From an optimization exercise on the open Yosys and OpenROAD flow, aimed at small area, a short achievable clock period and few clock cycles; shortcuts taken in it are not production practice. In this exercise RTL edits were held to simulation tests only and were not proved equivalent to the original. Power figures rest on the tool's default switching activity, not on a simulated workload.

<file path="flow/design.v">
`timescale 1ns / 1ps
package rlm_pkg;
    localparam int RLM_MAX_FRAMES = 256;
    localparam int SAMPLE_W = 16;
    localparam int LEVEL_W  = 7;
    localparam int SUM_W = 39;
endpackage
`timescale 1ns / 1ps
module rlm_ctrl (
    input  logic        i_clk,
    input  logic        i_rst_n,
    input  logic        i_load,
    input  logic [38:0] i_as,
    input  logic [32:0] i_ac,
    input  logic [7:0]  i_nm1,
    input  logic        i_out_ready,
    output logic        o_busy,
    output logic        o_fin,
    output logic        o_valid,
    output logic [6:0]  o_level,
    output logic [6:0]  o_result
);
    logic [4:0]  r_cnt;     
    logic        r_busy;
    logic        r_mul;
    logic        r_dig;     
    logic        r_div;
    logic        r_sqrt;
    logic        r_fin;     
    logic        r_ov;      
    logic [39:0] r_r;
    logic [9:0]  r_c;
    logic        r_cf;      
    logic [32:0] r_rc;      
    logic        r_ca;      
    logic [1:0]  r_dg;      
    logic [6:0]  r_lvl;     
    wire [2:0] w_ds  = {1'b0, r_r[1:0]} + {1'b0, r_rc[1:0]} + {2'd0, r_ca};
    wire [1:0] w_dig = r_dg;
    wire [2:0] w_lo  = {1'b0, w_dig} + {1'b0, r_c[1:0]} + {2'd0, r_cf};
    wire [9:0] w_k   = (w_dig == 2'd0) ? 10'd0 : (w_dig == 2'd1) ? 10'd156 :
                       (w_dig == 2'd2) ? 10'd312 : 10'd468;
    wire [9:0] w_cn  = w_k + {2'd0, r_c[9:2]};
    wire [8:0]  w_a   = r_div ? {r_r[39:32], r_r[31]} : {1'b0, r_r[39:32]};
    wire [8:0]  w_b   = r_div ? {1'b0, i_nm1} : {2'b00, r_c[6:0]};
    wire        w_bin = r_div | (r_r[31:30] == 2'b00);
    wire [9:0]  w_d   = {1'b0, w_a} - {1'b0, w_b} - {9'd0, w_bin};
    wire        w_ge  = ~w_d[9];
    wire [7:0]  w_pdiv = w_ge ? w_d[7:0] : w_a[7:0];
    wire [7:0]  w_psq  = w_ge ? {w_d[5:0], r_r[31:30] - 2'd1} : {r_r[37:32], r_r[31:30]};
    wire w_last = (r_cnt == 5'd0);
    always_ff @(posedge i_clk) begin
        if (!i_rst_n) begin
            r_busy <= 1'b0;
            r_mul  <= 1'b0;
            r_div  <= 1'b0;
            r_sqrt <= 1'b0;
            r_fin  <= 1'b0;
            r_ov   <= 1'b0;
        end else if (i_load) begin
            r_busy <= 1'b1;
            r_mul  <= 1'b1;
            r_div  <= 1'b0;
            r_sqrt <= 1'b0;
            r_fin  <= 1'b0;
            r_ov   <= 1'b0;
        end else begin
            if (r_ov & i_out_ready) begin
                r_busy <= 1'b0;
                r_ov   <= 1'b0;
            end
            if (r_fin) begin
                r_ov <= 1'b1;
            end
            r_fin <= w_last & r_sqrt;
            if (r_fin) begin
                r_lvl <= r_c[6:0];
            end
            if (w_last) begin
                r_mul  <= 1'b0;
                r_div  <= r_mul;
                r_sqrt <= r_div;
            end
        end
    end
    always_ff @(posedge i_clk) begin
        if (i_load) begin
            r_cnt   <= 5'd24;
            r_dg    <= 2'd0;
            r_dig   <= 1'b1;
            r_r     <= {1'b0, i_as};
            r_rc    <= i_ac;
            r_ca    <= 1'b0;
            r_c     <= 10'd0;
            r_cf    <= 1'b0;
        end else begin
            r_cnt   <= w_last ? (r_mul ? 5'd13 : 5'd6) : r_cnt - 5'd1;
            if (r_cnt == 5'd5) begin
                r_dig <= 1'b0;
            end
            r_dg <= r_dig ? w_ds[1:0] : 2'd0;
            r_rc       <= {2'b00, r_rc[32:2]};
            r_ca       <= w_ds[2];
            r_cf       <= w_lo[2];
            r_r[17:0]  <= r_r[19:2];
            if (r_div) begin
                r_r[39:32] <= w_last ? 8'd0 : w_pdiv;
                r_r[31:18] <= {r_r[30:18], w_ge};
            end else if (r_sqrt) begin
                r_r[39:32] <= w_psq;
                r_r[31:18] <= {r_r[29:18], 2'b00};
            end else begin
                r_r[39:18] <= {w_lo[1:0], r_r[39:20]};
            end
            if (r_mul) begin
                r_c <= w_cn;
            end else if (r_sqrt) begin
                r_c[6:0] <= {r_c[5:0], w_ge};
            end
        end
    end
    assign o_busy  = r_busy;
    assign o_fin   = r_fin;
    assign o_valid = r_ov;
    assign o_level = r_lvl;
    assign o_result = r_c[6:0];
endmodule
`timescale 1ns / 1ps
module rlm_mag (
    input  logic [15:0] i_sample,
    output logic [14:0] o_mag
);
    logic [14:0] w_low;
    always_comb begin
        w_low[0] = 1'b0;
        for (int k = 1; k < 15; k++) begin
            w_low[k] = w_low[k-1] | i_sample[k-1];
        end
    end
    assign o_mag = i_sample[14:0] ^ ({15{i_sample[15]}} & w_low);
endmodule
module rlm_fa (
    input  logic i_a,
    input  logic i_b,
    input  logic i_c,
    output logic o_s,
    output logic o_c
);
    assign o_s = i_a ^ i_b ^ i_c;
    assign o_c = (i_a & i_b) | (i_a & i_c) | (i_b & i_c);
endmodule
module rlm_ha (
    input  logic i_a,
    input  logic i_b,
    output logic o_s,
    output logic o_c
);
    assign o_s = i_a ^ i_b;
    assign o_c = i_a & i_b;
endmodule
`timescale 1ns / 1ps
module rms_level_meter_peak_hold #(
    parameter int MAX_FRAMES = rlm_pkg::RLM_MAX_FRAMES
) (
    input  logic                                i_clk,
    input  logic                                i_rst_n,
    input  logic                                i_in_valid,
    output logic                                o_in_ready,
    input  logic signed [rlm_pkg::SAMPLE_W-1:0] i_sample,
    input  logic                                i_last_sample,
    output logic                                o_out_valid,
    input  logic                                i_out_ready,
    output logic [rlm_pkg::LEVEL_W-1:0]         o_level,
    output logic [rlm_pkg::LEVEL_W-1:0]         o_peak_level
);
    logic          r_rdy;      
    logic [7:0]    r_cnt;      
    logic [7:0]    r_ncap;     
    logic [14:0]   r_z;        
    logic          r_s;        
    logic          r_v;        
    logic          r_cl;       
    logic          r_done;     
    logic          r_xfer;     
    logic          r_zero;     
    logic [30:0]   r_as;       
    logic [30:0]   r_ac;
    logic [1:0]    r_co;       
    logic [7:0]    r_hi;       
    logic [6:0]    r_pk;
    wire       w_busy;
    wire       w_fin;
    wire       w_ov;
    wire [6:0] w_level;
    wire [6:0] w_result;
    wire w_full    = ~r_cl & ((r_v & (r_cnt == 8'd254)) | (~r_v & (r_cnt == 8'd255)));
    wire w_take_in = i_in_valid & r_rdy & i_rst_n;
    wire w_close   = w_take_in & (i_last_sample | w_full);
    wire w_block   = r_cl | r_done | w_busy;
    wire w_unblock = r_xfer & ~r_cl;
    wire w_ncap_ld = (r_cl & r_rdy) | (w_unblock & ~r_rdy);
    wire w_busy_n  = r_xfer | (w_busy & ~(w_ov & i_out_ready));
    wire w_done_n  = r_cl | (r_done & ~r_xfer);
    always_ff @(posedge i_clk) begin
        if (!i_rst_n) begin
            r_rdy  <= 1'b1;
            r_cnt  <= 8'd0;
            r_v    <= 1'b0;
            r_cl   <= 1'b0;
            r_done <= 1'b0;
            r_xfer <= 1'b0;
            r_zero <= 1'b1;
        end else begin
            if (r_rdy) begin
                r_rdy <= ~(w_close & w_block);
            end else begin
                r_rdy <= w_unblock;
            end
            if (w_ncap_ld) begin
                r_cnt <= 8'd0;
            end else if (r_v & ~r_cl) begin
                r_cnt <= r_cnt + 8'd1;
            end
            r_v    <= w_take_in;
            r_cl   <= w_close;
            r_done <= w_done_n;
            r_xfer <= w_done_n & ~w_busy_n;
            r_zero <= w_done_n & ~w_busy_n;
        end
    end
    always_ff @(posedge i_clk) begin
        if (w_ncap_ld) begin
            r_ncap <= r_cnt;
        end
    end
    wire [14:0] w_mag;
    rlm_mag u_mag (
        .i_sample (i_sample),
        .o_mag    (w_mag)
    );
    always_ff @(posedge i_clk) begin
        r_z   <= w_take_in ? w_mag : 15'd0;
        r_s   <= w_take_in & i_sample[15];
    end
    wire [30:0] w_as;
    wire [30:0] w_ac;
    wire [1:0]  w_co;
    wire [14:0] w_cz   = r_z;
    wire        w_cz15 = r_s & ~(|r_z);
    wire [30:0] w_cas  = r_as & {31{~r_zero}};
    wire [30:0] w_cac  = r_ac & {31{~r_zero}};
    wire c0 = w_cz[1] & ~w_cz[0];
    wire c1 = w_cz[0] & w_cz[2];
    wire c2 = w_cz[0] & w_cz[1];
    wire c3 = w_cz[0] & w_cz[3];
    wire c4 = w_cz[2] & ~w_cz[1];
    wire c5 = w_cz[0] & w_cz[4];
    wire c6 = w_cz[1] & w_cz[3];
    wire c7 = w_cz[1] & w_cz[2];
    wire c8 = w_cz[0] & w_cz[5];
    wire c9 = w_cz[1] & w_cz[4];
    wire c10 = w_cz[3] & ~w_cz[2];
    wire c11 = w_cz[0] & w_cz[6];
    wire c12 = w_cz[1] & w_cz[5];
    wire c13 = w_cz[2] & w_cz[4];
    wire c14 = w_cz[2] & w_cz[3];
    wire c15 = w_cz[0] & w_cz[7];
    wire c16 = w_cz[1] & w_cz[6];
    wire c17 = w_cz[2] & w_cz[5];
    wire c18 = w_cz[4] & ~w_cz[3];
    wire c19 = w_cz[0] & w_cz[8];
    wire c20 = w_cz[1] & w_cz[7];
    wire c21 = w_cz[2] & w_cz[6];
    wire c22 = w_cz[3] & w_cz[5];
    wire c23 = w_cz[3] & w_cz[4];
    wire c24 = w_cz[0] & w_cz[9];
    wire c25 = w_cz[1] & w_cz[8];
    wire c26 = w_cz[2] & w_cz[7];
    wire c27 = w_cz[3] & w_cz[6];
    wire c28 = w_cz[5] & ~w_cz[4];
    wire c29 = w_cz[0] & w_cz[10];
    wire c30 = w_cz[1] & w_cz[9];
    wire c31 = w_cz[2] & w_cz[8];
    wire c32 = w_cz[3] & w_cz[7];
    wire c33 = w_cz[4] & w_cz[6];
    wire c34 = w_cz[4] & w_cz[5];
    wire c35 = w_cz[0] & w_cz[11];
    wire c36 = w_cz[1] & w_cz[10];
    wire c37 = w_cz[2] & w_cz[9];
    wire c38 = w_cz[3] & w_cz[8];
    wire c39 = w_cz[4] & w_cz[7];
    wire c40 = w_cz[6] & ~w_cz[5];
    wire c41 = w_cz[0] & w_cz[12];
    wire c42 = w_cz[1] & w_cz[11];
    wire c43 = w_cz[2] & w_cz[10];
    wire c44 = w_cz[3] & w_cz[9];
    wire c45 = w_cz[4] & w_cz[8];
    wire c46 = w_cz[5] & w_cz[7];
    wire c47 = w_cz[5] & w_cz[6];
    wire c48 = w_cz[0] & w_cz[13];
    wire c49 = w_cz[1] & w_cz[12];
    wire c50 = w_cz[2] & w_cz[11];
    wire c51 = w_cz[3] & w_cz[10];
    wire c52 = w_cz[4] & w_cz[9];
    wire c53 = w_cz[5] & w_cz[8];
    wire c54 = w_cz[7] & ~w_cz[6];
    wire c55 = w_cz[0] & w_cz[14];
    wire c56 = w_cz[1] & w_cz[13];
    wire c57 = w_cz[2] & w_cz[12];
    wire c58 = w_cz[3] & w_cz[11];
    wire c59 = w_cz[4] & w_cz[10];
    wire c60 = w_cz[5] & w_cz[9];
    wire c61 = w_cz[6] & (w_cz[7] ^ w_cz[8]);
    wire c62 = w_cz[1] & w_cz[14];
    wire c63 = w_cz[2] & w_cz[13];
    wire c64 = w_cz[3] & w_cz[12];
    wire c65 = w_cz[4] & w_cz[11];
    wire c66 = w_cz[5] & w_cz[10];
    wire c67 = w_cz[6] & w_cz[9];
    wire c68 = w_cz[8] & (~w_cz[7] | w_cz[6]);
    wire c69 = w_cz[2] & w_cz[14];
    wire c70 = w_cz[3] & w_cz[13];
    wire c71 = w_cz[4] & w_cz[12];
    wire c72 = w_cz[5] & w_cz[11];
    wire c73 = w_cz[6] & w_cz[10];
    wire c74 = w_cz[7] & w_cz[9];
    wire c75 = w_cz[7] & w_cz[8];
    wire c76 = w_cz[3] & w_cz[14];
    wire c77 = w_cz[4] & w_cz[13];
    wire c78 = w_cz[5] & w_cz[12];
    wire c79 = w_cz[6] & w_cz[11];
    wire c80 = w_cz[7] & w_cz[10];
    wire c81 = w_cz[9] & ~w_cz[8];
    wire c82 = w_cz[4] & w_cz[14];
    wire c83 = w_cz[5] & w_cz[13];
    wire c84 = w_cz[6] & w_cz[12];
    wire c85 = w_cz[7] & w_cz[11];
    wire c86 = w_cz[8] & w_cz[10];
    wire c87 = w_cz[8] & w_cz[9];
    wire c88 = w_cz[5] & w_cz[14];
    wire c89 = w_cz[6] & w_cz[13];
    wire c90 = w_cz[7] & w_cz[12];
    wire c91 = w_cz[8] & w_cz[11];
    wire c92 = w_cz[10] & ~w_cz[9];
    wire c93 = w_cz[6] & w_cz[14];
    wire c94 = w_cz[7] & w_cz[13];
    wire c95 = w_cz[8] & w_cz[12];
    wire c96 = w_cz[9] & w_cz[11];
    wire c97 = w_cz[9] & w_cz[10];
    wire c98 = w_cz[7] & w_cz[14];
    wire c99 = w_cz[8] & w_cz[13];
    wire c100 = w_cz[9] & w_cz[12];
    wire c101 = w_cz[11] & ~w_cz[10];
    wire c102 = w_cz[8] & w_cz[14];
    wire c103 = w_cz[9] & w_cz[13];
    wire c104 = w_cz[10] & w_cz[12];
    wire c105 = w_cz[10] & w_cz[11];
    wire c106 = w_cz[9] & w_cz[14];
    wire c107 = w_cz[10] & w_cz[13];
    wire c108 = w_cz[12] & ~w_cz[11];
    wire c109 = w_cz[10] & w_cz[14];
    wire c110 = w_cz[11] & w_cz[13];
    wire c111 = w_cz[11] & w_cz[12];
    wire c112 = w_cz[11] & w_cz[14];
    wire c113 = w_cz[13] & ~w_cz[12];
    wire c114 = w_cz[12] & w_cz[14];
    wire c115 = w_cz[12] & w_cz[13];
    wire c116 = w_cz[14] & ~w_cz[13];
    wire c117 = w_cz[13] & w_cz[14];
    wire c118, c119;
    rlm_ha u_c118 (.i_a(c19), .i_b(c20), .o_s(c118), .o_c(c119));
    wire c120, c121;
    rlm_fa u_c120 (.i_a(c24), .i_b(c25), .i_c(c26), .o_s(c120), .o_c(c121));
    wire c122, c123;
    rlm_fa u_c122 (.i_a(c29), .i_b(c30), .i_c(c31), .o_s(c122), .o_c(c123));
    wire c124, c125;
    rlm_ha u_c124 (.i_a(c32), .i_b(c33), .o_s(c124), .o_c(c125));
    wire c126, c127;
    rlm_fa u_c126 (.i_a(c35), .i_b(c36), .i_c(c37), .o_s(c126), .o_c(c127));
    wire c128, c129;
    rlm_fa u_c128 (.i_a(c38), .i_b(c39), .i_c(c40), .o_s(c128), .o_c(c129));
    wire c130, c131;
    rlm_fa u_c130 (.i_a(c41), .i_b(c42), .i_c(c43), .o_s(c130), .o_c(c131));
    wire c132, c133;
    rlm_fa u_c132 (.i_a(c44), .i_b(c45), .i_c(c46), .o_s(c132), .o_c(c133));
    wire c134, c135;
    rlm_ha u_c134 (.i_a(c47), .i_b(w_cas[13]), .o_s(c134), .o_c(c135));
    wire c136, c137;
    rlm_fa u_c136 (.i_a(c48), .i_b(c49), .i_c(c50), .o_s(c136), .o_c(c137));
    wire c138, c139;
    rlm_fa u_c138 (.i_a(c51), .i_b(c52), .i_c(c53), .o_s(c138), .o_c(c139));
    wire c140, c141;
    rlm_fa u_c140 (.i_a(c54), .i_b(w_cas[14]), .i_c(w_cac[14]), .o_s(c140), .o_c(c141));
    wire c142, c143;
    rlm_fa u_c142 (.i_a(c55), .i_b(c56), .i_c(c57), .o_s(c142), .o_c(c143));
    wire c144, c145;
    rlm_fa u_c144 (.i_a(c58), .i_b(c59), .i_c(c60), .o_s(c144), .o_c(c145));
    wire c146, c147;
    rlm_fa u_c146 (.i_a(c61), .i_b(w_cas[15]), .i_c(w_cac[15]), .o_s(c146), .o_c(c147));
    wire c148, c149;
    rlm_fa u_c148 (.i_a(c62), .i_b(c63), .i_c(c64), .o_s(c148), .o_c(c149));
    wire c150, c151;
    rlm_fa u_c150 (.i_a(c65), .i_b(c66), .i_c(c67), .o_s(c150), .o_c(c151));
    wire c152, c153;
    rlm_fa u_c152 (.i_a(c68), .i_b(w_cas[16]), .i_c(w_cac[16]), .o_s(c152), .o_c(c153));
    wire c154, c155;
    rlm_fa u_c154 (.i_a(c69), .i_b(c70), .i_c(c71), .o_s(c154), .o_c(c155));
    wire c156, c157;
    rlm_fa u_c156 (.i_a(c72), .i_b(c73), .i_c(c74), .o_s(c156), .o_c(c157));
    wire c158, c159;
    rlm_fa u_c158 (.i_a(c75), .i_b(w_cas[17]), .i_c(w_cac[17]), .o_s(c158), .o_c(c159));
    wire c160, c161;
    rlm_fa u_c160 (.i_a(c76), .i_b(c77), .i_c(c78), .o_s(c160), .o_c(c161));
    wire c162, c163;
    rlm_fa u_c162 (.i_a(c79), .i_b(c80), .i_c(c81), .o_s(c162), .o_c(c163));
    wire c164, c165;
    rlm_ha u_c164 (.i_a(w_cas[18]), .i_b(w_cac[18]), .o_s(c164), .o_c(c165));
    wire c166, c167;
    rlm_fa u_c166 (.i_a(c82), .i_b(c83), .i_c(c84), .o_s(c166), .o_c(c167));
    wire c168, c169;
    rlm_fa u_c168 (.i_a(c85), .i_b(c86), .i_c(c87), .o_s(c168), .o_c(c169));
    wire c170, c171;
    rlm_ha u_c170 (.i_a(w_cas[19]), .i_b(w_cac[19]), .o_s(c170), .o_c(c171));
    wire c172, c173;
    rlm_fa u_c172 (.i_a(c88), .i_b(c89), .i_c(c90), .o_s(c172), .o_c(c173));
    wire c174, c175;
    rlm_fa u_c174 (.i_a(c91), .i_b(c92), .i_c(w_cas[20]), .o_s(c174), .o_c(c175));
    wire c176, c177;
    rlm_fa u_c176 (.i_a(c93), .i_b(c94), .i_c(c95), .o_s(c176), .o_c(c177));
    wire c178, c179;
    rlm_ha u_c178 (.i_a(c96), .i_b(c97), .o_s(c178), .o_c(c179));
    wire c180, c181;
    rlm_fa u_c180 (.i_a(c98), .i_b(c99), .i_c(c100), .o_s(c180), .o_c(c181));
    wire c182, c183;
    rlm_ha u_c182 (.i_a(c102), .i_b(c103), .o_s(c182), .o_c(c183));
    wire c184, c185;
    rlm_ha u_c184 (.i_a(c5), .i_b(c6), .o_s(c184), .o_c(c185));
    wire c186, c187;
    rlm_fa u_c186 (.i_a(c8), .i_b(c9), .i_c(c10), .o_s(c186), .o_c(c187));
    wire c188, c189;
    rlm_fa u_c188 (.i_a(c11), .i_b(c12), .i_c(c13), .o_s(c188), .o_c(c189));
    wire c190, c191;
    rlm_ha u_c190 (.i_a(c14), .i_b(w_cas[7]), .o_s(c190), .o_c(c191));
    wire c192, c193;
    rlm_fa u_c192 (.i_a(c15), .i_b(c16), .i_c(c17), .o_s(c192), .o_c(c193));
    wire c194, c195;
    rlm_fa u_c194 (.i_a(c18), .i_b(w_cas[8]), .i_c(w_cac[8]), .o_s(c194), .o_c(c195));
    wire c196, c197;
    rlm_fa u_c196 (.i_a(c118), .i_b(c21), .i_c(c22), .o_s(c196), .o_c(c197));
    wire c198, c199;
    rlm_fa u_c198 (.i_a(c23), .i_b(w_cas[9]), .i_c(w_cac[9]), .o_s(c198), .o_c(c199));
    wire c200, c201;
    rlm_fa u_c200 (.i_a(c119), .i_b(c120), .i_c(c27), .o_s(c200), .o_c(c201));
    wire c202, c203;
    rlm_fa u_c202 (.i_a(c28), .i_b(w_cas[10]), .i_c(w_cac[10]), .o_s(c202), .o_c(c203));
    wire c204, c205;
    rlm_fa u_c204 (.i_a(c121), .i_b(c122), .i_c(c124), .o_s(c204), .o_c(c205));
    wire c206, c207;
    rlm_fa u_c206 (.i_a(c34), .i_b(w_cas[11]), .i_c(w_cac[11]), .o_s(c206), .o_c(c207));
    wire c208, c209;
    rlm_fa u_c208 (.i_a(c123), .i_b(c125), .i_c(c126), .o_s(c208), .o_c(c209));
    wire c210, c211;
    rlm_fa u_c210 (.i_a(c128), .i_b(w_cas[12]), .i_c(w_cac[12]), .o_s(c210), .o_c(c211));
    wire c212, c213;
    rlm_fa u_c212 (.i_a(c127), .i_b(c129), .i_c(c130), .o_s(c212), .o_c(c213));
    wire c214, c215;
    rlm_fa u_c214 (.i_a(c132), .i_b(c134), .i_c(w_cac[13]), .o_s(c214), .o_c(c215));
    wire c216, c217;
    rlm_fa u_c216 (.i_a(c131), .i_b(c133), .i_c(c135), .o_s(c216), .o_c(c217));
    wire c218, c219;
    rlm_fa u_c218 (.i_a(c136), .i_b(c138), .i_c(c140), .o_s(c218), .o_c(c219));
    wire c220, c221;
    rlm_fa u_c220 (.i_a(c137), .i_b(c139), .i_c(c141), .o_s(c220), .o_c(c221));
    wire c222, c223;
    rlm_fa u_c222 (.i_a(c142), .i_b(c144), .i_c(c146), .o_s(c222), .o_c(c223));
    wire c224, c225;
    rlm_fa u_c224 (.i_a(c143), .i_b(c145), .i_c(c147), .o_s(c224), .o_c(c225));
    wire c226, c227;
    rlm_fa u_c226 (.i_a(c148), .i_b(c150), .i_c(c152), .o_s(c226), .o_c(c227));
    wire c228, c229;
    rlm_fa u_c228 (.i_a(c149), .i_b(c151), .i_c(c153), .o_s(c228), .o_c(c229));
    wire c230, c231;
    rlm_fa u_c230 (.i_a(c154), .i_b(c156), .i_c(c158), .o_s(c230), .o_c(c231));
    wire c232, c233;
    rlm_fa u_c232 (.i_a(c155), .i_b(c157), .i_c(c159), .o_s(c232), .o_c(c233));
    wire c234, c235;
    rlm_fa u_c234 (.i_a(c160), .i_b(c162), .i_c(c164), .o_s(c234), .o_c(c235));
    wire c236, c237;
    rlm_fa u_c236 (.i_a(c161), .i_b(c163), .i_c(c165), .o_s(c236), .o_c(c237));
    wire c238, c239;
    rlm_fa u_c238 (.i_a(c166), .i_b(c168), .i_c(c170), .o_s(c238), .o_c(c239));
    wire c240, c241;
    rlm_fa u_c240 (.i_a(c167), .i_b(c169), .i_c(c171), .o_s(c240), .o_c(c241));
    wire c242, c243;
    rlm_fa u_c242 (.i_a(c172), .i_b(c174), .i_c(w_cac[20]), .o_s(c242), .o_c(c243));
    wire c244, c245;
    rlm_fa u_c244 (.i_a(c173), .i_b(c175), .i_c(c176), .o_s(c244), .o_c(c245));
    wire c246, c247;
    rlm_fa u_c246 (.i_a(c178), .i_b(w_cas[21]), .i_c(w_cac[21]), .o_s(c246), .o_c(c247));
    wire c248, c249;
    rlm_fa u_c248 (.i_a(c177), .i_b(c179), .i_c(c180), .o_s(c248), .o_c(c249));
    wire c250, c251;
    rlm_fa u_c250 (.i_a(c101), .i_b(w_cas[22]), .i_c(w_cac[22]), .o_s(c250), .o_c(c251));
    wire c252, c253;
    rlm_fa u_c252 (.i_a(c181), .i_b(c182), .i_c(c104), .o_s(c252), .o_c(c253));
    wire c254, c255;
    rlm_fa u_c254 (.i_a(c105), .i_b(w_cas[23]), .i_c(w_cac[23]), .o_s(c254), .o_c(c255));
    wire c256, c257;
    rlm_fa u_c256 (.i_a(c183), .i_b(c106), .i_c(c107), .o_s(c256), .o_c(c257));
    wire c258, c259;
    rlm_fa u_c258 (.i_a(c108), .i_b(w_cas[24]), .i_c(w_cac[24]), .o_s(c258), .o_c(c259));
    wire c260, c261;
    rlm_fa u_c260 (.i_a(c109), .i_b(c110), .i_c(c111), .o_s(c260), .o_c(c261));
    wire c262, c263;
    rlm_ha u_c262 (.i_a(w_cas[25]), .i_b(w_cac[25]), .o_s(c262), .o_c(c263));
    wire c264, c265;
    rlm_fa u_c264 (.i_a(c112), .i_b(c113), .i_c(w_cas[26]), .o_s(c264), .o_c(c265));
    wire c266, c267;
    rlm_ha u_c266 (.i_a(c114), .i_b(c115), .o_s(c266), .o_c(c267));
    wire c268, c269;
    rlm_ha u_c268 (.i_a(c1), .i_b(c2), .o_s(c268), .o_c(c269));
    wire c270, c271;
    rlm_fa u_c270 (.i_a(c3), .i_b(c4), .i_c(w_cas[4]), .o_s(c270), .o_c(c271));
    wire c272, c273;
    rlm_fa u_c272 (.i_a(c184), .i_b(c7), .i_c(w_cas[5]), .o_s(c272), .o_c(c273));
    wire c274, c275;
    rlm_fa u_c274 (.i_a(c185), .i_b(c186), .i_c(w_cas[6]), .o_s(c274), .o_c(c275));
    wire c276, c277;
    rlm_fa u_c276 (.i_a(c187), .i_b(c188), .i_c(c190), .o_s(c276), .o_c(c277));
    wire c278, c279;
    rlm_fa u_c278 (.i_a(c189), .i_b(c191), .i_c(c192), .o_s(c278), .o_c(c279));
    wire c280, c281;
    rlm_fa u_c280 (.i_a(c193), .i_b(c195), .i_c(c196), .o_s(c280), .o_c(c281));
    wire c282, c283;
    rlm_fa u_c282 (.i_a(c197), .i_b(c199), .i_c(c200), .o_s(c282), .o_c(c283));
    wire c284, c285;
    rlm_fa u_c284 (.i_a(c201), .i_b(c203), .i_c(c204), .o_s(c284), .o_c(c285));
    wire c286, c287;
    rlm_fa u_c286 (.i_a(c205), .i_b(c207), .i_c(c208), .o_s(c286), .o_c(c287));
    wire c288, c289;
    rlm_fa u_c288 (.i_a(c209), .i_b(c211), .i_c(c212), .o_s(c288), .o_c(c289));
    wire c290, c291;
    rlm_fa u_c290 (.i_a(c213), .i_b(c215), .i_c(c216), .o_s(c290), .o_c(c291));
    wire c292, c293;
    rlm_fa u_c292 (.i_a(c217), .i_b(c219), .i_c(c220), .o_s(c292), .o_c(c293));
    wire c294, c295;
    rlm_fa u_c294 (.i_a(c221), .i_b(c223), .i_c(c224), .o_s(c294), .o_c(c295));
    wire c296, c297;
    rlm_fa u_c296 (.i_a(c225), .i_b(c227), .i_c(c228), .o_s(c296), .o_c(c297));
    wire c298, c299;
    rlm_fa u_c298 (.i_a(c229), .i_b(c231), .i_c(c232), .o_s(c298), .o_c(c299));
    wire c300, c301;
    rlm_fa u_c300 (.i_a(c233), .i_b(c235), .i_c(c236), .o_s(c300), .o_c(c301));
    wire c302, c303;
    rlm_fa u_c302 (.i_a(c237), .i_b(c239), .i_c(c240), .o_s(c302), .o_c(c303));
    wire c304, c305;
    rlm_fa u_c304 (.i_a(c241), .i_b(c243), .i_c(c244), .o_s(c304), .o_c(c305));
    wire c306, c307;
    rlm_fa u_c306 (.i_a(c245), .i_b(c247), .i_c(c248), .o_s(c306), .o_c(c307));
    wire c308, c309;
    rlm_fa u_c308 (.i_a(c249), .i_b(c251), .i_c(c252), .o_s(c308), .o_c(c309));
    wire c310, c311;
    rlm_fa u_c310 (.i_a(c253), .i_b(c255), .i_c(c256), .o_s(c310), .o_c(c311));
    wire c312, c313;
    rlm_fa u_c312 (.i_a(c257), .i_b(c259), .i_c(c260), .o_s(c312), .o_c(c313));
    wire c314, c315;
    rlm_fa u_c314 (.i_a(c261), .i_b(c263), .i_c(c264), .o_s(c314), .o_c(c315));
    wire c316, c317;
    rlm_fa u_c316 (.i_a(c265), .i_b(c266), .i_c(w_cas[27]), .o_s(c316), .o_c(c317));
    wire c318, c319;
    rlm_fa u_c318 (.i_a(c267), .i_b(c116), .i_c(w_cas[28]), .o_s(c318), .o_c(c319));
    wire c320, c321;
    rlm_ha u_c320 (.i_a(c117), .i_b(w_cas[29]), .o_s(c320), .o_c(c321));
    wire c322, c323;
    rlm_ha u_c322 (.i_a(w_cas[30]), .i_b(w_cac[30]), .o_s(c322), .o_c(c323));
    wire c324, c325;
    rlm_ha u_c324 (.i_a(w_cz[0]), .i_b(w_cas[0]), .o_s(c324), .o_c(c325));
    wire c326, c327;
    rlm_ha u_c326 (.i_a(w_cas[1]), .i_b(w_cac[1]), .o_s(c326), .o_c(c327));
    wire c328, c329;
    rlm_fa u_c328 (.i_a(c0), .i_b(w_cas[2]), .i_c(w_cac[2]), .o_s(c328), .o_c(c329));
    wire c330, c331;
    rlm_fa u_c330 (.i_a(c268), .i_b(w_cas[3]), .i_c(w_cac[3]), .o_s(c330), .o_c(c331));
    wire c332, c333;
    rlm_fa u_c332 (.i_a(c269), .i_b(c270), .i_c(w_cac[4]), .o_s(c332), .o_c(c333));
    wire c334, c335;
    rlm_fa u_c334 (.i_a(c271), .i_b(c272), .i_c(w_cac[5]), .o_s(c334), .o_c(c335));
    wire c336, c337;
    rlm_fa u_c336 (.i_a(c273), .i_b(c274), .i_c(w_cac[6]), .o_s(c336), .o_c(c337));
    wire c338, c339;
    rlm_fa u_c338 (.i_a(c275), .i_b(c276), .i_c(w_cac[7]), .o_s(c338), .o_c(c339));
    wire c340, c341;
    rlm_fa u_c340 (.i_a(c277), .i_b(c278), .i_c(c194), .o_s(c340), .o_c(c341));
    wire c342, c343;
    rlm_fa u_c342 (.i_a(c279), .i_b(c280), .i_c(c198), .o_s(c342), .o_c(c343));
    wire c344, c345;
    rlm_fa u_c344 (.i_a(c281), .i_b(c282), .i_c(c202), .o_s(c344), .o_c(c345));
    wire c346, c347;
    rlm_fa u_c346 (.i_a(c283), .i_b(c284), .i_c(c206), .o_s(c346), .o_c(c347));
    wire c348, c349;
    rlm_fa u_c348 (.i_a(c285), .i_b(c286), .i_c(c210), .o_s(c348), .o_c(c349));
    wire c350, c351;
    rlm_fa u_c350 (.i_a(c287), .i_b(c288), .i_c(c214), .o_s(c350), .o_c(c351));
    wire c352, c353;
    rlm_fa u_c352 (.i_a(c289), .i_b(c290), .i_c(c218), .o_s(c352), .o_c(c353));
    wire c354, c355;
    rlm_fa u_c354 (.i_a(c291), .i_b(c292), .i_c(c222), .o_s(c354), .o_c(c355));
    wire c356, c357;
    rlm_fa u_c356 (.i_a(c293), .i_b(c294), .i_c(c226), .o_s(c356), .o_c(c357));
    wire c358, c359;
    rlm_fa u_c358 (.i_a(c295), .i_b(c296), .i_c(c230), .o_s(c358), .o_c(c359));
    wire c360, c361;
    rlm_fa u_c360 (.i_a(c297), .i_b(c298), .i_c(c234), .o_s(c360), .o_c(c361));
    wire c362, c363;
    rlm_fa u_c362 (.i_a(c299), .i_b(c300), .i_c(c238), .o_s(c362), .o_c(c363));
    wire c364, c365;
    rlm_fa u_c364 (.i_a(c301), .i_b(c302), .i_c(c242), .o_s(c364), .o_c(c365));
    wire c366, c367;
    rlm_fa u_c366 (.i_a(c303), .i_b(c304), .i_c(c246), .o_s(c366), .o_c(c367));
    wire c368, c369;
    rlm_fa u_c368 (.i_a(c305), .i_b(c306), .i_c(c250), .o_s(c368), .o_c(c369));
    wire c370, c371;
    rlm_fa u_c370 (.i_a(c307), .i_b(c308), .i_c(c254), .o_s(c370), .o_c(c371));
    wire c372, c373;
    rlm_fa u_c372 (.i_a(c309), .i_b(c310), .i_c(c258), .o_s(c372), .o_c(c373));
    wire c374, c375;
    rlm_fa u_c374 (.i_a(c311), .i_b(c312), .i_c(c262), .o_s(c374), .o_c(c375));
    wire c376, c377;
    rlm_fa u_c376 (.i_a(c313), .i_b(c314), .i_c(w_cac[26]), .o_s(c376), .o_c(c377));
    wire c378, c379;
    rlm_fa u_c378 (.i_a(c315), .i_b(c316), .i_c(w_cac[27]), .o_s(c378), .o_c(c379));
    wire c380, c381;
    rlm_fa u_c380 (.i_a(c317), .i_b(c318), .i_c(w_cac[28]), .o_s(c380), .o_c(c381));
    wire c382, c383;
    rlm_fa u_c382 (.i_a(c319), .i_b(c320), .i_c(w_cac[29]), .o_s(c382), .o_c(c383));
    wire c384, c385;
    rlm_fa u_c384 (.i_a(c321), .i_b(c322), .i_c(w_cz15), .o_s(c384), .o_c(c385));
    assign w_as[0] = c324;
    assign w_ac[0] = w_cac[0];
    assign w_as[1] = c325;
    assign w_ac[1] = c326;
    assign w_as[2] = c327;
    assign w_ac[2] = c328;
    assign w_as[3] = c329;
    assign w_ac[3] = c330;
    assign w_as[4] = c331;
    assign w_ac[4] = c332;
    assign w_as[5] = c333;
    assign w_ac[5] = c334;
    assign w_as[6] = c335;
    assign w_ac[6] = c336;
    assign w_as[7] = c337;
    assign w_ac[7] = c338;
    assign w_as[8] = c339;
    assign w_ac[8] = c340;
    assign w_as[9] = c341;
    assign w_ac[9] = c342;
    assign w_as[10] = c343;
    assign w_ac[10] = c344;
    assign w_as[11] = c345;
    assign w_ac[11] = c346;
    assign w_as[12] = c347;
    assign w_ac[12] = c348;
    assign w_as[13] = c349;
    assign w_ac[13] = c350;
    assign w_as[14] = c351;
    assign w_ac[14] = c352;
    assign w_as[15] = c353;
    assign w_ac[15] = c354;
    assign w_as[16] = c355;
    assign w_ac[16] = c356;
    assign w_as[17] = c357;
    assign w_ac[17] = c358;
    assign w_as[18] = c359;
    assign w_ac[18] = c360;
    assign w_as[19] = c361;
    assign w_ac[19] = c362;
    assign w_as[20] = c363;
    assign w_ac[20] = c364;
    assign w_as[21] = c365;
    assign w_ac[21] = c366;
    assign w_as[22] = c367;
    assign w_ac[22] = c368;
    assign w_as[23] = c369;
    assign w_ac[23] = c370;
    assign w_as[24] = c371;
    assign w_ac[24] = c372;
    assign w_as[25] = c373;
    assign w_ac[25] = c374;
    assign w_as[26] = c375;
    assign w_ac[26] = c376;
    assign w_as[27] = c377;
    assign w_ac[27] = c378;
    assign w_as[28] = c379;
    assign w_ac[28] = c380;
    assign w_as[29] = c381;
    assign w_ac[29] = c382;
    assign w_as[30] = c383;
    assign w_ac[30] = c384;
    assign w_co[0] = c323;
    assign w_co[1] = c385;
    always_ff @(posedge i_clk) begin
        r_as  <= w_as;
        r_ac  <= w_ac;
        r_co  <= w_co;
        r_hi  <= r_zero ? 8'd0 : r_hi + {7'd0, r_co[0]} + {7'd0, r_co[1]};
    end
    rlm_ctrl u_lvl (
        .i_clk   (i_clk),
        .i_rst_n (i_rst_n),
        .i_load  (r_xfer),
        .i_as    ({r_hi, r_as}),
        .i_ac    ({r_co[0] & r_co[1], r_co[0] ^ r_co[1], r_ac}),
        .i_nm1   (r_ncap),
        .i_out_ready (i_out_ready),
        .o_busy  (w_busy),
        .o_fin   (w_fin),
        .o_valid (w_ov),
        .o_level (w_level),
        .o_result (w_result)
    );
    always_ff @(posedge i_clk) begin
        if (!i_rst_n) begin
            r_pk <= 7'd0;
        end else if (w_fin && (w_result > r_pk)) begin
            r_pk <= w_result;
        end
    end
    assign o_in_ready   = r_rdy;
    assign o_out_valid  = w_ov;
    assign o_level      = w_level;
    assign o_peak_level = r_pk;
endmodule
</file>
<file path="flow/flow/run.sh">
#!/bin/bash
# The standard layout, with repair_timing aiming well past the 10 ns clock so that the
# resizer sizes gates and buffers for the period this design can reach, and a plain buffer
# (not a delay cell) on each port. Constraints unchanged.
set -euo pipefail
MARGIN=$(cat flow/margin.txt)
bash standard.sh SETUP_SLACK_MARGIN=$MARGIN "BUFFER_PORTS_ARGS=-buffer_cell sky130_fd_sc_hd__buf_2" finish > standard_flow.log 2>&1
</file>
<file path="flow/flow/margin.txt">
6.95
</file>
<file path="flow/standard.sh">
#!/bin/bash
# synth_recipe.tcl (not shown) runs the flow's synth.tcl, then flattens the netlist and writes it again
# the make line also repeats each setting of config.mk as NAME=value (left out here)
make -C /OpenROAD-flow-scripts/flow DESIGN_CONFIG=/design/flow/config.mk WORK_HOME=/design/flow/orfs CLKGATE_MAP_FILE= SYNTH_SCRIPT=/design/flow/synth_recipe.tcl "${@:-finish}"
</file>
<file path="flow/config.mk">
export PLATFORM = sky130hd
export DESIGN_NAME = rms_level_meter_peak_hold
export DESIGN_NICKNAME = rms_level_meter_peak_hold
export VERILOG_FILES = /design/flow/design.v
export SDC_FILE = /design/flow/constraint.sdc
export NUM_CORES = 4
export LEC_CHECK = 0
export ABC_CLOCK_PERIOD_IN_PS = 3000
export CAP_MARGIN = 20
export CORE_MARGIN = 2
export CORE_UTILIZATION = 40
export CTS_BUF_LIST = sky130_fd_sc_hd__clkbuf_16
export CTS_CLUSTER_DIAMETER = 100
export CTS_CLUSTER_SIZE = 30
export PLACE_DENSITY = 0.65
export SLEW_MARGIN = 20
export SYNTH_HIERARCHICAL = 1
</file>
<file path="flow/constraint.sdc">
create_clock -name core_clock -period 10.0 [get_ports {i_clk}]
set_input_delay 2.0000 -clock core_clock [delete_from_list [all_inputs] [get_ports {i_clk}]]
set_output_delay 2.0000 -clock core_clock [all_outputs]
set_load 0.01 [all_outputs]
</file>
==> results.cfg, run 1 <==
[pwr]
switching_power_w = 0.000963
power_w = 0.00271
p_clk_share_pct = 21.5
peakVddDrop_mv = 0.115
power_density_nw_per_um2 = 199
power_frac_comb_pct = 35.2
seq_power_share_pct = 43.3
swShare_pct = 35.6
power.leakage_nw = 5.87
intPower_w = 0.00174

[synth]
synth_edf_count = 15
ys_types = 69
synth_cells = 1170
syn_area_per_cell_sq_um = 10.8
synth_fp_nets = 1371
synthFlopType = dfxtp_1
syn_area_sq_um = 12600
async_flop_share_pct = 0
synthDominantCellAreaShare_pct = 32.9
synth_area_leaders = dfxtp_1 33%, fa_1 20%, and2_1 6.2%, ha_1 5.3%, mux2_2 4.7%
synth_largest_area_cell = dfxtp_1
ys_ff_latch = 223
synth_warnings = 9
ys_seq_area_share_pct = 36.5

[finish]
fin_nets = 1368
diodes = 0
syn_to_final_growth_pct = 7.55
drive_gt1_share_pct = 13.7
layout_commonest_cell = dfxtp_1
final_cell_mix = 186 x dfxtp_1, 126 x and2_1, 125 x fa_1, 81 x nor2b_1, 62 x nor2_1
postLayoutCoreUtil_pct = 43.4

[place]
gp_congestion = 0.803
port_buffers = 36
hpwl_mm = 16.6
pre_cts_slack_ns = 6.46

[critical_path]
end_kind = output port
crit_type = reg -> out
crit_fanout = 1
r2r_cells = 10
path_cells = buf_2
cp.required_ns = 8.00
max_stage_delay_ns = 0.39
start_kind = flip-flop
cp.arrival_ns = 1.02
rr_startpoint = u_lvl.r_div
cp_slowest_cell = edfxtp_1
cp.depth = 1
crit_buf_inv = 1
critical-path-top-delay-family = flip-flops
rrSetupSlack_ns = 7.04
r2r-end = u_lvl.r_r[36]

[sta]
finalSetupViolCount = 0
grt_setup_unrepaired = true
slew_headroom_pct = 45.9
fin_crit_ns = 3.02
worst_clock_skew_ns = 0.0237
setup-tns-final_ns = 0
finalHoldViolations = 0
setup_slack_ns = 6.98
slew_violations = 0
worst_pin_slew_ns = 0.811
fmax_mhz = 332
finalCritPeriodShare_pct = 30.2
hold_ws_ns = 0.455

[detailed_routing]
drc = 0
routed_via_density = 4.98
wl_per_cell_um = 15.0
firstDrtPassIters = 4
vias = 7849
initialDrtViolationCount = 411
drt_wl_total_mm = 23.7
antenna_left = 0

[floorplanning]
die_w_um = 182
rows = 65
die_h_um = 182
core_sq_um = 31300
dieArea_sq_um = 33000
io_pins = 37
initial_utilization_pct = 40.4

[min_path]
hold_path_startpoint = u_lvl.r_rc[25]
hold_depth = 1
hp-class = reg -> reg
whs_endpoint = u_lvl.r_rc[23]

[global_routing]
antenna_found_initial = 1
track_usage_pct = 14.8
grt_pass1_wl_mm = 40.7
grt_overflow = 0
grt_max_degree = 71
grt_pass1_vias = 8205

[clock_network]
clk_root_buffer_cell = clkbuf_16
numCtsBuffers = 12
clkLatencyLatePin_ns = 0.48
clock_sinks = 223
cts_tree = built
clk_transition_reported_paths_ns = 0.11
holdBufCountCts = 0
cts.path.max_buffers = 3
h-tree-depth = 1

[run]
cap_viol_max_count = 0

[outcome]
status = finished clean
how the worst max path moves through the flow:
stage	startpoint	endpoint	slack (ns)
after floorplan	i_sample[1]	r_z[9]	6.72
after global placement	u_lvl.r_div	u_lvl.r_r[38]	6.25
after detailed placement	u_lvl.r_div	u_lvl.r_r[36]	6.46
after CTS	u_lvl.r_div	u_lvl.r_r[36]	6.89
after global routing	u_lvl.r_div	u_lvl.r_r[36]	6.93
final	u_lvl.r_lvl[0]	o_level[0]	6.98
logic make-up (layout without fill, tap and decap cells):
logic type,after synthesis,in the layout,share of synthesized area [%]
AO/OA/AOI/OAI,138,138,7.56
XOR/XNOR,37,37,2.56
adder cells (fa/ha/maj),180,180,25.3
buffers and inverters,119,122,4.00
flip-flops,223,223,36.5
multiplexers,84,84,7.22
AND/OR/NAND/NOR,389,389,16.9
per-stage QoR:
stage               area (sq um)  cells
floorplan                  12700   1170
global placement           13100   1548
detailed placement         13100   1549
CTS                        13500   1570
global route               13600   1575
finish                     13600   1575
modules after synthesis (local to each module, per instance):
| module | flip-flops and latches | area [sq um] | copies in the design | cells |
|---|---|---|---|---|
| rms_level_meter_peak_hold | 117 | 4620 | 1 | 466 |
| rlm_fa | 0 | 20.0 | 118 | 1 |
| rlm_ctrl | 106 | 5140 | 1 | 532 |
| rlm_ha | 0 | 12.5 | 16 | 1 |
| rlm_mag | 0 | 322 | 1 | 38 |
Yosys cell counts (all sizes together), types with 11 or more instances:
library cell	count
inv	56
nor2	63
xnor2	21
dfxtp	208
a21oi	38
and2	126
nand2	60
clkbuf	38
mux2i	30
buf	25
mux2	54
nor2b	82
fa	126
edfxtp	15
ha	54
o21ai	38
nand3	11
xor2	16
repair_timing:
item	4_1_cts	5_1_grt
gates resized for setup	6	23
gates cloned	0	0
buffers inserted	1	5
pin swaps	0	1
setup endpoints to repair	27	32
power by group through the flow:
stage	combinational, W	clock, W	sequential, W
after detailed placement	0.000919	0	0.00119
final	0.000952	0.000583	0.00117
after CTS	0.000928	0.000607	0.00117
after global routing	0.00109	0.000638	0.00119
after floorplan	0.000777	0	0.00113
after global placement	0.000901	0	0.00119
registers in the layout (all words and copies together) (netlist names), 2 cells and up:
| name | flops |
|---|---|
| r_ac | 31 |
| r_as | 31 |
| r_cnt | 8 |
| r_co | 2 |
| r_hi | 8 |
| r_ncap | 8 |
| r_pk | 7 |
| r_z | 15 |
| u_lvl.r_c | 10 |
| u_lvl.r_cnt | 5 |
| u_lvl.r_dg | 2 |
| u_lvl.r_lvl | 7 |
| u_lvl.r_r | 40 |
| u_lvl.r_rc | 33 |
metal layers:
layer / vias to the layer above / track usage (%) / part of all wire (%)
li1: 3843 / - / -
met1: 3841 / 20.2 / 47
met2: 137 / 25.0 / 47
met3: 28 / 1.85 / 3.7
met4: 0 / 3.93 / 2.3
met5: - / 0 / 0
final cells by class:
class	count	area (sq um)
Fill cell	2892	17700
Multi-Input combinational cell	828	7550
Sequential cell	223	4650
Tap cell	402	503
Clock buffer	13	325
Timing Repair Buffer	46	272
Inverter	56	210
Clock inverter	7	87.6
Testbench counts, summed over its fixed seeds: cycles 32,158.
==> run 2: changes to the inputs <==
--- a/flow/config.mk
+++ b/flow/config.mk
@@ -14,3 +14,2 @@
 export CTS_CLUSTER_SIZE = 30
-export PLACE_DENSITY = 0.65
 export SLEW_MARGIN = 20
==> run 2 against run 1 <==
  * Largest cell class unchanged
  * Sequential share of layout area about the same
  * Clock power fell by 3.9%
  * Non-clock buffer count up 4
  * Still clean
  * Core utilization rose by 0.076 points
  * Final area up 0.18%
  * Flip-flop and latch count unchanged
  * Clock-buffer cell count unchanged
==> results.cfg, run 2 <==
[critical_path]
r2r_cells = 11
cp.required_ns = 8.00
critical-path-top-delay-family = flip-flops
crit_buf_inv = 1
cp-startpoint = u_lvl.r_lvl[0]
crit_type = reg -> out
max_stage_delay_ns = 0.40
rr_startpoint = u_lvl.r_div
crit_fanout = 1
cp_slowest_cell = edfxtp_1
end_kind = output port
r2r-end = u_lvl.r_r[36]
start_kind = flip-flop
path_cells = buf_2
rrSetupSlack_ns = 7.03
cp.arrival_ns = 1.03

[clock_network]
clk_transition_reported_paths_ns = 0.11
h-tree-depth = 1
clk_root_buffer_cell = clkbuf_16
cts_tree = built
numCtsBuffers = 12
cts.path.max_buffers = 3
clock_sinks = 223
clkLatencyLatePin_ns = 0.49
holdBufCountCts = 0

[synth]
syn_area_sq_um = 12600
synthDominantCellAreaShare_pct = 32.9
ys_ff_latch = 223
synth_largest_area_cell = dfxtp_1
synth_cells = 1170
async_flop_share_pct = 0
syn_area_per_cell_sq_um = 10.8
ys_seq_area_share_pct = 36.5
ys_types = 69
synth_common_cells = 208 x dfxtp_1, 126 x and2_1, 126 x fa_1
synth_fp_nets = 1371
synth_warnings = 9
synth_edf_count = 15
synth_area_leaders = dfxtp_1 33%, fa_1 20%, and2_1 6.2%, ha_1 5.3%, mux2_2 4.7%
synthFlopType = dfxtp_1
synth.most_common_cell = dfxtp_1

[pwr]
seq_power_share_pct = 43.7
power_frac_comb_pct = 35.5
power_density_nw_per_um2 = 197
intPower_w = 0.00172
peakVddDrop_mv = 0.113
swShare_pct = 36.0
power.leakage_nw = 5.89
p_clk_share_pct = 20.8
switching_power_w = 0.000968

[detailed_routing]
vias = 7806
firstDrtPassIters = 5
drt_wl_total_mm = 23.8
antenna_left = 0
wl_per_cell_um = 15.1
drc = 0
routed_via_density = 4.95
initialDrtViolationCount = 286

[sta]
slew_violations = 0
fin_crit_ns = 3.03
fmax_mhz = 330
grt_setup_unrepaired = true
setup-tns-final_ns = 0
slew_headroom_pct = 55.0
worst_pin_slew_ns = 0.674
hold_ws_ns = 0.446
worst_clock_skew_ns = 0.0228
finalSetupViolCount = 0
finalCritPeriodShare_pct = 30.3
finalHoldViolations = 0

[place]
port_buffers = 36
gp_congestion = 0.797
hpwl_mm = 17.1

[floorplanning]
core_sq_um = 31300
initial_utilization_pct = 40.4
rows = 65
die_w_um = 182
dieArea_sq_um = 33000
die_h_um = 182
io_pins = 37

[finish]
fin_nets = 1372
layout_commonest_cell = dfxtp_1
drive_gt1_share_pct = 14.2
largest_register = u_lvl.r_r
diodes = 0
final_cell_mix = 184 x dfxtp_1, 126 x and2_1, 124 x fa_1, 82 x nor2b_1, 62 x nor2_1
postLayoutCoreUtil_pct = 43.5
fillers = 2957
largest_register_ff_count = 40
syn_to_final_growth_pct = 7.74
top_regs = u_lvl.r_r: 40 flops, u_lvl.r_rc: 33 flops

[run]
cap_viol_max_count = 0

[min_path]
hp-class = reg -> reg
whs_endpoint = u_lvl.r_rc[24]
hold_path_startpoint = u_lvl.r_rc[26]
hold_depth = 1

[global_routing]
grt_pass1_vias = 8218
grt_max_degree = 63
grt_overflow = 0
grt_pass1_wl_mm = 40.4
antenna_found_initial = 0
track_usage_pct = 14.7

[outcome]
status = finished clean
run 2: worst max-delay path by stage:
stage / endpoint / slack (ns) / cells past startpoint
floorplan: r_z[9] / 6.72 / 5
global placement: u_lvl.r_r[38] / 6.24 / 9
detailed placement: u_lvl.r_r[36] / 6.44 / 10
CTS: u_lvl.r_r[36] / 6.91 / 10
global route: u_lvl.r_r[36] / 6.91 / 11
finish: o_level[0] / 6.97 / 1
run 2: final cells by class:
type / count / area [sq um] / area share (%)
clock buffers: 13 / 325 / 2.39
multi-input cells: 828 / 7550 / 55.5
inverters: 56 / 210 / 1.54
well taps: 402 / 503 / 3.69
repair buffers: 50 / 313 / 2.30
clock inverters: 5 / 61.3 / 0.450
flip-flops and latches: 223 / 4650 / 34.2
run 2: kinds of logic (layout without fill, tap and decap cells):
| logic type | Yosys count | in the layout | share of synthesized area [%] |
|---|---|---|---|
| simple gates | 389 | 389 | 16.9 |
| xor+xnor | 37 | 37 | 2.56 |
| flops | 223 | 223 | 36.5 |
| buf+inv | 119 | 124 | 4.00 |
| compound gates | 138 | 138 | 7.56 |
| fa+ha+maj | 180 | 180 | 25.3 |
| mux | 84 | 84 | 7.22 |
run 2: Yosys stat by module (local to each module, per instance):
| module | cell area, sq um | flip-flops and latches |
|---|---|---|
| rlm_mag | 322 | 0 |
| rlm_ha | 12.5 | 0 |
| rlm_fa | 20.0 | 0 |
| rlm_ctrl | 5140 | 106 |
| rms_level_meter_peak_hold | 4620 | 117 |
run 2: power groups by stage:
stage          clock, W  sequential [W]  combinational, W
6_report       0.000560         0.00117          0.000953
4_1_cts        0.000585         0.00118          0.000927
3_5_place_dp          0         0.00120          0.000919
2_1_floorplan         0         0.00113          0.000777
5_1_grt        0.000616         0.00120           0.00109
3_3_place_gp          0         0.00120          0.000902
run 2: timing repair:
| item | CTS | global route |
|---|---|---|
| hold endpoints to repair | 0 | 0 |
| buffers inserted | 2 | 9 |
| resized for setup | 8 | 26 |
| pin swaps | 0 | 2 |
| endpoints found under the setup margin | 26 | 32 |
run 2: metrics by stage:
step	power, W	cells	setup WS (ns)	instance area (sq um)
after floorplan	0.00190	1170	6.72	12700
after global placement	0.00210	1548	6.24	13100
after detailed placement	0.00212	1548	6.44	13100
after CTS	0.00269	1568	6.91	13500
after global routing	0.00290	1577	6.91	13600
final	0.00269	1577	6.97	13600
run 2: metal layers:
metal / wire, um / vias to the layer above / GRT usage (%) / share of wire [%]
li1: - / 3863 / - / -
met1: 11500 / 3796 / 19.9 / 48
met2: 11000 / 116 / 24.9 / 46
met3: 792 / 31 / 1.87 / 3.3
met4: 552 / 0 / 4.42 / 2.3
met5: 0 / - / 0 / 0
==> run 3: changes to the inputs <==
--- a/flow/config.mk
+++ b/flow/config.mk
@@ -10,3 +10,3 @@
 export CORE_MARGIN = 2
-export CORE_UTILIZATION = 40
+export CORE_UTILIZATION = 60
 export CTS_BUF_LIST = sky130_fd_sc_hd__clkbuf_16
==> run 3 against run 2 <==
  * Still clean
  * Synthesized area is the same
  * Worst setup slack better by 0.027 ns
  * Cell count fell by 8.2%
  * Routed wire length is 0.13% lower
  * Sequential power hardly changed
  * Synthesized cell count did not move
  * Fmax grew 0.91%
  * Power is 0.62% higher
  * Hold slack improved by 0.0038 ns
  * Global-route usage increased by 7.8 points
  * Critical path type unchanged
  * Critical endpoint is now o_in_ready
==> results.cfg, run 3 <==
[synth]
synthFlopType = dfxtp_1
ys_ff_latch = 223
syn_area_per_cell_sq_um = 10.8
async_flop_share_pct = 0
synth_warnings = 9
ys_seq_area_share_pct = 36.5
synth_cells = 1170
synthDominantCellAreaShare_pct = 32.9
ys_types = 69
syn_area_sq_um = 12600
synth_common_cells = 208 x dfxtp_1, 126 x and2_1, 126 x fa_1
synth_area_leaders = dfxtp_1 33%, fa_1 20%, and2_1 6.2%, ha_1 5.3%, mux2_2 4.7%
synth_largest_area_cell = dfxtp_1
synth.most_common_cell = dfxtp_1
synth_edf_count = 15
synth_fp_nets = 1371

[detailed_routing]
drc = 0
wl_met3_um = 723
antenna_left = 0
routed_via_density = 5.42
wl_per_cell_um = 16.4
routed.top_layer = met4
firstDrtPassIters = 5
initialDrtViolationCount = 386
wl_met1_mm = 11.0
drt_wl_total_mm = 23.8
dr_wl_met2_mm = 11.9
vias = 7855

[floorplanning]
dieArea_sq_um = 22200
rows = 53
io_pins = 37
core_sq_um = 20800
initial_utilization_pct = 60.7
die_h_um = 149
die_w_um = 149

[critical_path]
max_stage_delay_ns = 0.38
start_kind = flip-flop
crit_buf_inv = 1
critical-path-top-delay-family = flip-flops
crit_fanout = 5
crit_type = reg -> out
path_cells = buf_2
cp.required_ns = 8.00
cp.arrival_ns = 1.00
end_kind = output port
cp_slowest_cell = dfxtp_2

[sta]
grt_setup_unrepaired = true
slew_violations = 0
slew_headroom_pct = 41.1
worst_pin_slew_ns = 0.883
fmax_mhz = 333
finalHoldViolations = 0
worst_clock_skew_ns = 0.0258
finalCritPeriodShare_pct = 30.0
finalSetupViolCount = 0
fin_crit_ns = 3.00
setup-tns-final_ns = 0

[global_routing]
track_usage_pct = 22.6
grt_overflow = 0
grt_pass1_vias = 8111
grt_pass1_wl_mm = 40.5
grt_max_degree = 72
antenna_found_initial = 0

[place]
gp_congestion = 0.830
place_inst = 1422
port_buffers = 36
hpwl_mm = 17.1

[clock_network]
holdBufCountCts = 0
clock_sinks = 223
numCtsBuffers = 12
clk_transition_reported_paths_ns = 0.11
h-tree-depth = 1
clk_root_buffer_cell = clkbuf_16
cts_tree = built
cts.path.max_buffers = 3
clkLatencyLatePin_ns = 0.49

[min_path]
hp-class = reg -> reg

[finish]
fin_nets = 1370
instances_no_fill = 1448
syn_to_final_growth_pct = 6.36
layout_commonest_cell = dfxtp_1
drive_gt1_share_pct = 13.7
diodes = 0
top_regs = u_lvl.r_r: 40 flops, u_lvl.r_rc: 33 flops
largest_register = u_lvl.r_r
largest_register_ff_count = 40
final_cell_mix = 186 x dfxtp_1, 126 x and2_1, 125 x fa_1, 82 x nor2b_1, 62 x nor2_1

[outcome]
status = finished clean

[pwr]
power.leakage_nw = 5.88
peakVddDrop_mv = 0.133
power_density_nw_per_um2 = 201

[run]
cap_viol_max_count = 0
## run 3: worst register-to-register path, delay by kind of cell, from the launching register on
kind	cells	cell delay, ns
DFF	1	0.49
buffers and inverters	1	0.04
and+or+nand+nor	1	0.19
muxes	1	0.37
adders and majority gates	2	0.60
AOI/OAI and AO/OA	5	1.16
## run 3: cell type report
class,count,area [sq um]
Clock buffer,13,325
Clock inverter,5,81.3
Fill cell,1732,7380
Inverter,56,210
Multi-Input combinational cell,828,7540
Sequential cell,223,4650
Tap cell,275,344
Timing Repair Buffer,48,292
## run 3: per-stage QoR
stage / hold slack, ns / cell area (sq um) / setup WS (ns) / power (W) / utilization, %
after floorplan: 0.421 / 12700 / 6.72 / 0.00190 / -
after global placement: 0.440 / 12900 / 6.25 / 0.00210 / 62.0
after detailed placement: 0.440 / 12900 / 6.47 / 0.00212 / 62.0
after CTS: 0.459 / 13400 / 6.92 / 0.00271 / 64.2
after global routing: 0.467 / 13400 / 6.94 / 0.00291 / 64.6
final: 0.450 / 13400 / 7.00 / 0.00270 / 64.6
## run 3: modules after synthesis (local to each module, per instance)
module	copies in the design	flops+latches	area, sq um	cells
rlm_mag	1	0	322	38
rlm_fa	118	0	20.0	1
rlm_ctrl	1	106	5140	532
rlm_ha	16	0	12.5	1
rms_level_meter_peak_hold	1	117	4620	466
## run 3: timing repair
item,in CTS,in global routing
endpoints found under the setup margin,32,37
pin swaps,0,1
gates cloned,0,0
resized for setup,9,20
buffers inserted,1,7
## run 3: path summary, 6_finish.rpt
| check | end | slack, ns | depth (start not counted) | startpoint |
|---|---|---|---|---|
| min reg2reg | u_lvl.r_rc[26] | 0.45 | 1 | u_lvl.r_rc[28] |
| min | u_lvl.r_rc[26] | 0.45 | 1 | u_lvl.r_rc[28] |
| max | o_in_ready | 7.00 | 1 | r_rdy |
| max reg2reg | u_lvl.r_r[36] | 7.07 | 10 | u_lvl.r_div |
## run 3: logic make-up after synthesis
kind of cell | Yosys count | share of synthesized area (%)
compound gates | 138 | 7.56
xor+xnor | 37 | 2.56
fa+ha+maj | 180 | 25.3
buf+inv | 119 | 4.00
flops | 223 | 36.5
mux | 84 | 7.22
simple gates | 389 | 16.9
## run 3: routing by layer
layer  vias to the layer above  global-route usage (%)
met1                      3885                    30.2
met5                         -                       0
met4                         0                    3.86
met2                       102                    40.4
li1                       3855                       -
met3                        13                    2.32
## run 3: power breakdown
group	leakage, nW	internal (W)	total, W	switching [W]
Combinational	3.82	0.000427	0.000951	0.000524
Clock	0.201	0.000273	0.000581	0.000307
Sequential	1.85	0.00104	0.00117	0.000128
==> run 4: changes to the inputs <==
--- a/flow/config.mk
+++ b/flow/config.mk
@@ -10,3 +10,3 @@
 export CORE_MARGIN = 2
-export CORE_UTILIZATION = 60
+export CORE_UTILIZATION = 50
 export CTS_BUF_LIST = sky130_fd_sc_hd__clkbuf_16
==> run 4 against run 3 <==
  * Still clean on timing, DRC and antenna
  * Fmax about the same
  * Worst setup slack got worse by 0.0030 ns
  * Die area increased by 19%
  * Largest cell class unchanged
  * Highest routed layer unchanged
==> results.cfg, run 4 <==
[floorplanning]
die_w_um = 163
die_h_um = 163
core_sq_um = 25000
dieArea_sq_um = 26600
initial_utilization_pct = 50.5
io_pins = 37
rows = 58

[clock_network]
clock_sinks = 223
holdBufCountCts = 0
clk_root_buffer_cell = clkbuf_16
h-tree-depth = 1
clk_transition_reported_paths_ns = 0.10
cts_tree = built
numCtsBuffers = 12
clkLatencyLatePin_ns = 0.49
cts.path.max_buffers = 3

[synth]
synth_common_cells = 208 x dfxtp_1, 126 x and2_1, 126 x fa_1
synth_warnings = 9
syn_area_sq_um = 12600
synthDominantCellAreaShare_pct = 32.9
synth_largest_area_cell = dfxtp_1
synth_fp_nets = 1371
async_flop_share_pct = 0
synthFlopType = dfxtp_1
ys_seq_area_share_pct = 36.5
syn_area_per_cell_sq_um = 10.8
ys_types = 69
synth_edf_count = 15
synth.most_common_cell = dfxtp_1
synth_area_leaders = dfxtp_1 33%, fa_1 20%, and2_1 6.2%, ha_1 5.3%, mux2_2 4.7%
synth_cells = 1170
ys_ff_latch = 223

[place]
port_buffers = 36
gp_congestion = 0.832
hpwl_mm = 17.0

[finish]
drive_gt1_share_pct = 13.0
final_cell_mix = 190 x dfxtp_1, 126 x and2_1, 126 x fa_1, 82 x nor2b_1, 62 x nor2_1
layout_commonest_cell = dfxtp_1
multiInputGateArea_sq_um = 7540
fin_nets = 1369
top_regs = u_lvl.r_r: 40 flops, u_lvl.r_rc: 33 flops
largest_register_ff_count = 40
largest_register = u_lvl.r_r
fillers = 2206
ff_latch_area_sq_um = 4650
syn_to_final_growth_pct = 6.52

[sta]
finalCritPeriodShare_pct = 30.1
fin_crit_ns = 3.01
worst_pin_slew_ns = 0.834
slew_violations = 0
fmax_mhz = 333
worst_clock_skew_ns = 0.0196
slew_headroom_pct = 44.4
finalSetupViolCount = 0
finalHoldViolations = 0
setup-tns-final_ns = 0
grt_setup_unrepaired = true

[critical_path]
max_stage_delay_ns = 0.38
critical-path-top-delay-family = flip-flops
rr_startpoint = r_z[3]
start_kind = flip-flop
end_kind = output port
cp_slowest_cell = dfxtp_1
crit_type = reg -> out
crit_fanout = 3
path_cells = buf_2
crit_buf_inv = 1
cp.arrival_ns = 1.01
cp-startpoint = r_pk[1]
cp.required_ns = 8.00

[pwr]
power_w = 0.00266
power.leakage_nw = 5.86
peakVddDrop_mv = 0.124
power_density_nw_per_um2 = 197

[detailed_routing]
initialDrtViolationCount = 436
antenna_left = 0
wl_per_cell_um = 15.8
routed_via_density = 5.22
drc = 0
drt_wl_total_mm = 23.8
vias = 7854
firstDrtPassIters = 5

[global_routing]
grt_pass1_vias = 8123
antenna_found_initial = 0
grt_pass1_wl_mm = 40.4
track_usage_pct = 18.7
grt_overflow = 0
grt_max_degree = 71

[run]
cap_viol_max_count = 0

[min_path]
hp-class = reg -> reg
hold_path_startpoint = r_as[29]

[outcome]
status = finished clean
[run 4: cell counts after synthesis]
No cell type changed its count.
[run 4: stage by stage]
stage | instances | setup WS, ns | utilization, % | hold slack, ns | area, sq um
after detailed placement | 1477 | 6.47 | 51.9 | 0.440 | 13000
after global placement | 1477 | 6.49 | 51.9 | 0.441 | 13000
after global routing | 1504 | 6.94 | 53.8 | 0.464 | 13500
after floorplan | 1170 | 6.72 | - | 0.421 | 12700
final | 1506 | 6.99 | 53.8 | 0.455 | 13500
after CTS | 1498 | 6.92 | 53.5 | 0.462 | 13400
[run 4: cells by family after synthesis]
group / after synthesis / share of synthesized area [%]
buffers and inverters: 119 / 4.00
adder cells (fa/ha/maj): 180 / 25.3
AND/OR/NAND/NOR: 389 / 16.9
XOR/XNOR: 37 / 2.56
flip-flops: 223 / 36.5
multiplexers: 84 / 7.22
AO/OA/AOI/OAI: 138 / 7.56
[run 4: final cells by class]
type	instances	area share (%)
multi-input cells	828	56.0
flip-flops and latches	223	34.5
well taps	330	3.07
clock buffers	13	2.42
repair buffers	47	2.09
inverters	56	1.56
clock inverters	7	0.353
diodes	2	0.0372
[run 4: per-layer routing]
metal / vias to the layer above / global-route usage, % / routed length [um]
li1: 3861 / - / -
met5: - / 0 / 0
met4: 0 / 3.94 / 323
met2: 122 / 32.5 / 11400
met1: 3847 / 25.6 / 11400
met3: 24 / 1.55 / 687
[run 4: what timing repair did]
action / 4_1_cts / 5_1_grt
gates resized for setup: 7 / 15
endpoints found under the setup margin: 28 / 27
setup buffers: 1 / 6
pin swaps: 0 / 0
[run 4: power breakdown]
part           total, W  internal [W]  switching (W)
Clock          0.000550      0.000244       0.000306
Combinational  0.000934      0.000420       0.000514
Sequential      0.00117       0.00104       0.000128
Total           0.00266       0.00171       0.000948
[run 4: worst paths after layout]
kind	end	slack, ns	cells after the start
setup / recovery	o_peak_level[1]	6.99	1
hold / removal	u_lvl.r_r[29]	0.45	2
setup reg to reg	r_ac[17]	7.04	5
hold reg to reg	u_lvl.r_r[29]	0.45	2
[run 4: modules after synthesis, one instance, submodules excluded]
module	cell area [sq um]	flops+latches	times used	cells inside
rlm_ctrl	5140	106	1	532
rlm_fa	20.0	0	118	1
rlm_ha	12.5	0	16	1
rlm_mag	322	0	1	38
rms_level_meter_peak_hold	4620	117	1	466

==> separate check: timing with driven ports <==
No port has a modelled driver above. Below, the same layouts with a new extraction and two added sets of constraints. Step 1 sets driving cells, clkbuf_16 on the clock port and buf_2 on the other inputs (assumed; they add their load-dependent delay and slew). Step 2 times the ports against the registers' clock, not the clock port: input delays grow and output delays shrink by t, the midpoint of the rising clock arrivals with the driver on. Three values: ideal ports, drivers, drivers and shift; two values: the first two.
run	t, ns	setup WS [ns]	worst hold slack (ns)	slew at the worst register clock pin (ns)	worst data-port slew with drivers (ns)
run 1	0.518	6.984 / 6.935 / 6.564	0.455 / 0.455 / 0.455	0.11 / 0.11	0.03
run 2	0.520	6.968 / 6.922 / 6.530	0.446 / 0.446 / 0.446	0.11 / 0.11	0.03
run 3	0.525	6.996 / 6.949 / 6.502	0.450 / 0.450 / 0.450	0.11 / 0.11	0.03
run 4	0.525	6.993 / 6.947 / 6.530	0.455 / 0.455 / 0.455	0.11 / 0.11	0.04
After both steps every run listed still meets setup and hold. The setup slack of run 3, which loses most, moves by -0.047 ns with the drivers and by -0.494 ns with both steps.
